Context: an optimization exercise on an open-source flow, tuned for small area and a short achievable clock period. The choices shown serve that exercise and are no tape-out recipe. Only simulation tests tie the RTL to the original design; equivalence was not proved. Power figures rest on the tool's default switching activity, not on a simulated workload.

File: flow/run.sh
#!/bin/bash
# synth_recipe.tcl (not shown) runs the flow's synth.tcl, then flattens the netlist and writes it again
# the make line also repeats each setting of config.mk as NAME=value (left out here)
make -C /OpenROAD-flow-scripts/flow DESIGN_CONFIG=/design/flow/config.mk WORK_HOME=/design/flow/orfs CLKGATE_MAP_FILE= SYNTH_SCRIPT=/design/flow/synth_recipe.tcl finish
File: flow/config.mk
export PLATFORM = sky130hd
export DESIGN_NAME = chunk_fifo
export DESIGN_NICKNAME = chunk_fifo
export VERILOG_FILES = /design/flow/design.v
export SDC_FILE = /design/flow/constraint.sdc
export NUM_CORES = 4
export LEC_CHECK = 0
export CAP_MARGIN = 20
export CORE_MARGIN = 2
export CORE_UTILIZATION = 40
export SLEW_MARGIN = 20
File: flow/constraint.sdc
create_clock -name core_clock -period 4.2 [get_ports {clk}]
set_input_delay 0.8400 -clock core_clock [delete_from_list [all_inputs] [get_ports {clk}]]
set_output_delay 0.8400 -clock core_clock [all_outputs]
set_load 0.01 [all_outputs]
File: flow/design.v
module chunk_fifo #(
   parameter int DEPTH = 8,
   parameter int DW    = 256
) (
   input  logic          clk,
   input  logic          reset,
   input  logic          bus_val,
   input  logic          bus_sop,
   input  logic          bus_eop,
   input  logic [5:0]    bus_vbc,
   input  logic [DW-1:0] bus_data,
   output logic          bus_ready,
   output logic          bus_o_val,
   output logic          bus_o_sop,
   output logic          bus_o_eop,
   output logic [5:0]    bus_o_vbc,
   output logic [DW-1:0] bus_o_data,
   input  logic          bus_o_ready,
   output logic          idle,
   output logic          err,
   output logic [15:0]   pkt_cnt
);
   localparam int AW = $clog2(DEPTH);
   localparam logic [AW:0] FULL_CNT = DEPTH;
   localparam logic S_IDLE   = 1'b0;
   localparam logic S_IN_PKT = 1'b1;
   typedef struct packed {
      logic          sop;
      logic          eop;
      logic [5:0]    vbc;
      logic [DW-1:0] data;
   } entry_t;
   localparam int EW = DW + 8;
   logic [EW-1:0] mem_q [DEPTH];
   entry_t        head;
   entry_t        wr_entry;
   logic [AW-1:0] wr_ptr_q, wr_ptr_d;
   logic [AW-1:0] rd_ptr_q, rd_ptr_d;
   logic [AW:0]   count_q, count_d;
   logic          state_q, state_d;
   logic          err_q, err_d;
   logic [15:0]   pkt_cnt_q, pkt_cnt_d;
   logic          ready, not_empty;
   logic          accept, bad_vbc, bad_frame, push, pop;
   assign ready     = (count_q < FULL_CNT);
   assign not_empty = (count_q != '0);
   assign head      = mem_q[rd_ptr_q];
   assign bus_ready  = ready;
   assign bus_o_val  = not_empty;
   assign bus_o_sop  = head.sop & not_empty;
   assign bus_o_eop  = head.eop & not_empty;
   assign bus_o_vbc  = head.vbc & {6{not_empty}};
   assign bus_o_data = head.data & {DW{not_empty}};
   assign idle    = ~not_empty & (state_q == S_IDLE);
   assign err     = err_q;
   assign pkt_cnt = pkt_cnt_q;
   always_comb begin
      accept    = bus_val & ready;
      bad_vbc   = (bus_vbc == 6'd0) | (bus_vbc > 6'd32) | ((bus_vbc < 6'd32) & ~bus_eop);
      bad_frame = (state_q == S_IDLE) ? ~bus_sop : bus_sop;
      push      = accept & ~bad_vbc & ~bad_frame;
      pop       = not_empty & bus_o_ready;
      wr_entry.sop  = bus_sop;
      wr_entry.eop  = bus_eop;
      wr_entry.vbc  = bus_vbc;
      wr_entry.data = bus_data;
   end
   always_comb begin
      state_d = state_q;
      err_d   = 1'b0;
      if (accept) begin
         if (bad_vbc | bad_frame) begin
            state_d = S_IDLE;
            err_d   = 1'b1;
         end else begin
            state_d = bus_eop ? S_IDLE : S_IN_PKT;
         end
      end
   end
   always_comb begin
      wr_ptr_d  = wr_ptr_q + AW'(push);
      rd_ptr_d  = rd_ptr_q + AW'(pop);
      count_d   = count_q + (AW+1)'(push) - (AW+1)'(pop);
      pkt_cnt_d = pkt_cnt_q;
      if (pop && head.eop && (pkt_cnt_q != 16'hFFFF)) begin
         pkt_cnt_d = pkt_cnt_q + 16'd1;
      end
   end
   always_ff @(posedge clk) begin
      if (reset) begin
         wr_ptr_q  <= '0;
         rd_ptr_q  <= '0;
         count_q   <= '0;
         state_q   <= S_IDLE;
         err_q     <= 1'b0;
         pkt_cnt_q <= '0;
      end else begin
         wr_ptr_q  <= wr_ptr_d;
         rd_ptr_q  <= rd_ptr_d;
         count_q   <= count_d;
         state_q   <= state_d;
         err_q     <= err_d;
         pkt_cnt_q <= pkt_cnt_d;
      end
   end
   always_ff @(posedge clk) begin
      if (push && !reset) begin
         mem_q[wr_ptr_q] <= wr_entry;
      end
   end
endmodule
==> results.txt <==
==> synth_stat cells (all sizes together), types with 2 or more instances <==
master and instances:
a21oi 15, a22oi 2, and3 2, buf 96
clkbuf 89, dfxtp 28, edfxtp 2112, ha 10
inv 10, mux2 3, mux2i 266, mux4 526
nand2 10, nand2b 2, nand3 8, nand4 5
nand4b 2, nor2 287, nor2b 10, nor3 4
nor4 2, o21ai 3, o31ai 9, o41ai 2
or3 2, or4 10, xnor2 4
==> stage by stage <==
stage	setup slack [ps]	instances	TNS (ps)	power, mW
floorplan	-4920	3531	-6598970	31.9
global placement	-64.8	6800	-64.8	38.9
detailed placement	111	6800	0	38.8
CTS	-43.4	7214	-178	58.5
global route	-74.3	7235	-381	60.0
finish	108	7241	0	57.7
==> state kept, by name, indices dropped and copies added (netlist names) <==
name       cells
state_q        1
mem_q       2112
err_q          1
count_q        4
rd_ptr_q       3
pkt_cnt_q     16
wr_ptr_q       3
==> worst min-delay path, delay by kind of cell, from the launching register on <==
family	cells	cell delay [ps]
DFF	1	340
AOI/OAI and AO/OA	2	140
==> cells by family (layout without fill, tap and decap cells) <==
family	count (synthesis)	after routing	share of synthesized area (%)
flip-flops	2140	2140	78.7
multiplexers	795	795	17.9
AND/OR/NAND/NOR	350	350	1.80
buffers and inverters	195	1225	1.03
AO/OA/AOI/OAI	35	35	0.294
adder cells (fa/ha/maj)	11	11	0.179
XOR/XNOR	5	5	0.0539
other	0	8	0
==> timing repair <==
action	in CTS	in global routing
endpoints found under the setup margin	244	87
hold endpoints to repair	0	0
cloned	10	1
setup buffers	17	18
gates resized for setup	116	63
==> metal layers <==
layer	part of all wire [%]	up-vias	GRT usage [%]
li1	-	16557	-
met1	41	20597	25.7
met2	51	1093	32.7
met3	5.4	272	3.54
met4	2.1	26	4.66
met5	0.098	-	0
==> cell type report <==
class,instances,area (sq um)
fillers,16059,101000
flip-flops and latches,2140,64000
multi-input cells,1196,16900
repair buffers,828,9660
clock buffers,253,5520
well taps,2672,3340
clock inverters,134,1390
inverters,10,37.5
diodes,8,20.0
==> worst paths after layout <==
| check | slack [ps] | depth (start not counted) | from | end |
|---|---|---|---|---|
| min reg2reg | 530 | 2 | pkt_cnt_q[9]$_SDFFE_PP0P_ | pkt_cnt_q[9]$_SDFFE_PP0P_ |
| min | 530 | 2 | pkt_cnt_q[9]$_SDFFE_PP0P_ | pkt_cnt_q[9]$_SDFFE_PP0P_ |
| max | 110 | 7 | rd_ptr_q[0]$_SDFF_PP0_ | bus_o_data[163] |
| max reg2reg | 1240 | 13 | count_q[3]$_SDFF_PP0_ | count_q[2]$_SDFF_PP0_ |
==> report_power, final <==
| group | switching (mW) | total (mW) | internal, mW |
|---|---|---|---|
| clock network | 8.03 | 18.7 | 10.7 |
| registers | 0.0550 | 23.6 | 23.5 |
| logic | 7.50 | 15.4 | 7.92 |
| total | 15.6 | 57.7 | 42.2 |
==> impl_metrics.ini <==
[status]
status = no timing/DRC/antenna violations

[clocking]
cts_tree = built
cts_buffers = 211
clk_latency_ps = 860
htreeDepth = 4
path_clk_slew_ps = 60
clockRootBuffer = clkbuf_16
cts_hold_buf = 0
clock_path_buffers = 3
cts_sinks = 2140

[sta]
worst_pin_slew_ps = 764
maxSlewHeadroom_pct = 49.1
period_share_pct = 97.4
period_needed_ps = 4090
holdWs_ps = 527
rsz0062_at_grt = true
skew_ps = 44.9
max_freq_mhz = 244
finalHoldViolCount = 0
slew_violations = 0
setup_viol = 0

[placed_design]
gp_congestion = 0.776
placedInstanceArea_sq_mm = 0.0927
hpwl_mm = 129
port_buffers = 551

[setup_path]
critPathBufInv = 4
slowest_delay_ps = 540
cpMaxStageDelayCell = mux4_2
cp_max_fo = 26
cp_cell_sequence = buf_12 > buf_16 > buf_16 > mux4_2 > mux2i_2 > nor2_1 > clkdlybuf4s50_1
crit_family = buffers and inverters
critPathCaptureType = primary output
worstPathArrival_ps = 3250
critPathKind = reg2out
worstSetupStartpointType = flop
cp.required_ps = 3360
crit_top_cell = buf_16

[yosys]
synth_top_area_share_pct = 78.0
ys_seq_area_share_pct = 78.7
synth_fp_nets = 3810
ys_warn_count = 1
synth-seq-cells = 2140
synth_cells = 3531
synth.distinct_cells = 46
synthFlopType = edfxtp_1
yosys.area.top_type = edfxtp_1
synth.top_cells.by_area = edfxtp_1, mux4_2, mux2i_1
ys_async_sr_fraction_pct = 0
synth-edff-count = 2112
synth_area_sq_mm = 0.0813
syn_area_per_cell_sq_um = 23.0

[floorplan]
ioPinCount = 552
fp-row-count = 165
coreArea_sq_mm = 0.202
die_height_um = 455
die_w_um = 455
floorplan.initialDensity_pct = 40.2
die-area_sq_mm = 0.207

[detailed_routing]
ant_nets = 0
num_vias = 38545
drc = 0
dr.pass1.iters = 7
viasPerCell = 5.32
wl_per_cell_um = 27.5
wl_mm = 199
first_iter_violations = 3300

[cells_and_area]
postLayoutCoreUtil_pct = 49.9
final_cell_mix = edfxtp_1, mux4_2, clkdlybuf4s50_1
mostFrequentLayoutCell = edfxtp_1
layout.nets = 4666
drive_gt1_share_pct = 26.2
final_area_sq_mm = 0.101
area_growth_syn_to_layout_pct = 24.1

[power_and_ir_drop]
p_leak_nw = 31.5
peakVddDrop_mv = 0.481
cellPowerDensity_mw_per_mm2 = 573

[global_routing]
grt_pass1_wl_mm = 288
antenna_found_initial = 26
grt_usage_pct = 19.2
grt_pass1_vias = 39925
grt_start_max_net_pins = 88
overflow = 0

[hold_path]
hp-class = reg2reg

[job]
max_cap_violations = 0

## afterwards: timing with drivers on the ports
The flow's constraints put no driver on any port. The routed layout listed below was extracted and timed again, unchanged, in two steps. Step 1 assumes that a clkbuf_16 drives the clock port and a buf_2 every other input. Step 2 also shifts input and output timing later by t, the mid clock arrival at the registers, as if the neighbouring blocks saw the same clock. a / b / c = ideal / step 1 / step 2; a / b = the first two.
t (ns): 0.918
slack for setup (ns): 0.108 / 0.025 / 0.112
clock arrival spread, ns: 0.049 / 0.050
worst register clock-pin slew, ns: 0.07 / 0.07
After both steps setup and hold are still met in this run. The setup slack of this run moves by -0.083 ns with the drivers and by +0.004 ns with both steps.
